This is an optimization exercise on Yosys and OpenROAD, whose aim is small area, not a production implementation. Only simulation tests tie the RTL to the original design; equivalence was not proved. Power and IR drop assume default switching activity. The clock port is modelled as an ideal driver; clocking choices that lean on that would not hold on a real chip.

the previous run:
==> flow/design.v (excerpt) <==
module resize_top
(
  input  logic                      clk,
  input  logic                      rst_n,
  input  logic                      psel,
  input  logic                      penable,
  input  logic                      pwrite,
  input  logic [8-1:0] paddr,
  input  logic [31:0]               pwdata,
  output logic [31:0]               prdata,
  output logic                      pready,
  output logic                      pslverr,
  input  logic                      pix_valid,
  input  resize_pkg::pixel_t                    pix_data,
  input  resize_pkg::coord_t                    pix_x,
  input  resize_pkg::coord_t                    pix_y,
  output logic                      out_valid,
  input  logic                      out_ready,
  output resize_pkg::pixel_t                    out_data,
  output resize_pkg::coord_t                    out_x,
  output resize_pkg::coord_t                    out_y,
  output logic                      frame_done
);
  logic   enable;
  resize_pkg::coord_t src_w;
  resize_pkg::coord_t src_h;
  resize_pkg::step_t  x_step;
  resize_pkg::step_t  y_step;
  logic   ovf_clear;
  logic   fifo_ovf;
  logic [5-1:0] fifo_level;
  logic       keep_valid;
  resize_pkg::pixel_t     keep_data;
  resize_pkg::coord_t     keep_x;
  resize_pkg::coord_t     keep_y;
  resize_pkg::fifo_item_t keep_item;
  resize_pkg::fifo_item_t out_item;
  resize_regs u_regs (
    .clk        (clk),
    .rst_n      (rst_n),
    .psel       (psel),
    .penable    (penable),
    .pwrite     (pwrite),
    .paddr      (paddr),
    .pwdata     (pwdata),
    .prdata     (prdata),
    .pready     (pready),
    .pslverr    (pslverr),
    .fifo_level (fifo_level),
    .fifo_ovf   (fifo_ovf),
    .enable     (enable),
    .src_w      (src_w),
    .src_h      (src_h),
    .x_step     (x_step),
    .y_step     (y_step),
    .ovf_clear  (ovf_clear)
  );
  resize_coord_map u_map (
    .clk        (clk),
    .rst_n      (rst_n),
    .enable     (enable),
    .src_w      (src_w),
    .src_h      (src_h),
    .x_step     (x_step),
    .y_step     (y_step),
    .pix_valid  (pix_valid),
    .pix_data   (pix_data),
    .pix_x      (pix_x),
    .pix_y      (pix_y),
    .keep_valid (keep_valid),
    .keep_data  (keep_data),
  ...
For scale: about 2500 cells after synthesis, about 800 flip-flops, ~160 I/O pins, ~33000 um^2 of cells after synthesis.
==> flow/config.mk <==
export PLATFORM = sky130hd
export DESIGN_NAME = resize_top
export DESIGN_NICKNAME = resize_top
export VERILOG_FILES = /design/flow/design.v
export SDC_FILE = /design/flow/constraint.sdc
export NUM_CORES = 4
export LEC_CHECK = 0
export CAP_MARGIN = 0
export CORE_MARGIN = 2
export CORE_UTILIZATION = 40
export CTS_BUF_LIST = sky130_fd_sc_hd__clkbuf_8
export CTS_CLUSTER_SIZE = 30
export SLEW_MARGIN = 0
==> flow/constraint.sdc <==
create_clock -name core_clock -period 6.0 [get_ports {clk}]
set_input_delay 1.2000 -clock core_clock [delete_from_list [all_inputs] [get_ports {clk}]]
set_output_delay 1.2000 -clock core_clock [all_outputs]
set_load 0.01 [all_outputs]
run.sh (not shown) runs the stock make flow with config.mk's settings and CLKGATE_MAP_FILE= SYNTH_SCRIPT=/design/flow/synth_recipe.tcl, a recipe that flattens the netlist after the stock synthesis.
### the previous run -> the current run
# the previous run
export LEC_CHECK = 0
export CAP_MARGIN = 0
export CORE_MARGIN = 2
export CORE_UTILIZATION = 40
export CTS_BUF_LIST = sky130_fd_sc_hd__clkbuf_8
export CTS_CLUSTER_SIZE = 30
export SLEW_MARGIN = 0
create_clock -name core_clock -period 6.0 [get_ports {clk}]
# the current run
export LEC_CHECK = 0
export CAP_MARGIN = 0
export CORE_MARGIN = 2
export CORE_UTILIZATION = 70
export PLACE_DENSITY = 0.8
export SLEW_MARGIN = 0
create_clock -name core_clock -period 6.0 [get_ports {clk}]
==> flow/flow/run.sh (new file) <==
#!/bin/bash
# Standard ORFS layout with three changes:
#  - synthesis maps the logic with an area-oriented ABC script (flow/abc_area.script)
#    in place of ORFS's speed script; flip-flop mapping, flattening and naming are
#    the standard synthesis's (synth_recipe.tcl, unchanged)
#  - port buffers are sky130_fd_sc_hd__buf_1 instead of the resizer's default pick
#  - clock tree: larger sink clusters driven by clkbuf_16, no dummy loads
# Each make run writes its full output to a log file in this folder; ORFS's own
# per-step logs are under orfs/logs.
set -euo pipefail
W=$PWD
rm -rf "$W/scripts_area"
cp -r "$FLOW_HOME/scripts" "$W/scripts_area"
cp "$W/flow/abc_area.script" "$W/scripts_area/abc_speed.script"
bash standard.sh "SCRIPTS_DIR=$W/scripts_area" synth > "$W/make_synth.log" 2>&1
bash standard.sh \
  "BUFFER_PORTS_ARGS=-buffer_cell sky130_fd_sc_hd__buf_1" \
  "CTS_ARGS=-sink_clustering_enable -repair_clock_nets -sink_clustering_size 30 -sink_clustering_max_diameter 100 -buf_list sky130_fd_sc_hd__clkbuf_16 -dont_use_dummy_load" \
  finish > "$W/make_finish.log" 2>&1
==> flow/flow/abc_area.script (new file) <==
&get -n
&st
&dch -f
&nf -a -p -R 1000 -F 8 -A 4 -C 32
&st
&dch -f
&nf -a -p -R 1000 -F 8 -A 4 -C 32
&st
&syn2
&dch -f
&nf -a -p -R 1000 -F 8 -A 4 -C 32
&st
&synch2
&dch -f
&nf -a -p -R 1000 -F 8 -A 4 -C 32
&st
&dch -f
&nf -a -p -R 1000 -F 8 -A 4 -C 32
&put
topo
stime -c
dnsize -c
==> flow/standard.sh (new file) <==
#!/bin/bash
# synth_recipe.tcl (not shown) runs the flow's synth.tcl, then flattens the netlist and writes it again
# the make line also repeats each setting of config.mk as NAME=value (left out here)
make -C /OpenROAD-flow-scripts/flow DESIGN_CONFIG=/design/flow/config.mk WORK_HOME=/design/flow/orfs CLKGATE_MAP_FILE= SYNTH_SCRIPT=/design/flow/synth_recipe.tcl "${@:-finish}"
removed: flow/run.sh
### Flow results
The current run vs. the previous run: ratio of total power to cell area down about 9%; final cell area excluding filler cells down about 12%; number of buffers outside the clock class in the layout down 3.2%; global-route met3 utilization up 2.7 points. In the reports for the current run and the previous run, the smaller register fraction of the total cell area belongs to the previous run. The current run has clock power below what the previous run had.

## re-timing with driven ports
In the flow no input, the clock included, has a driving cell. The finished layouts below were timed again as built, in two steps.
Step 1, drivers: a clkbuf_16 drives clk and a buf_2 each remaining input, both assumed.
Step 2 also shifts input and output timing later by t, the mid clock arrival at the registers, as if the neighbouring blocks saw the same clock.
Slacks: no drivers / after step 1 / after step 2; pairs: no drivers / after step 1.
run | t, ns | setup WS [ns] | worst setup path at the end | slew at the worst register clock pin (ns)
the previous run | 0.826 | 0.463 / 0.402 / 0.529 | input to register | 0.07 / 0.07
the current run | 0.696 | 0.572 / 0.613 / -0.082 | input to register | 0.12 / 0.12
Met with ideal ports but missed after step 2: setup timing in the current run. The setup slack of the current run, which loses most, moves by +0.041 ns with the drivers and by -0.654 ns with both steps.
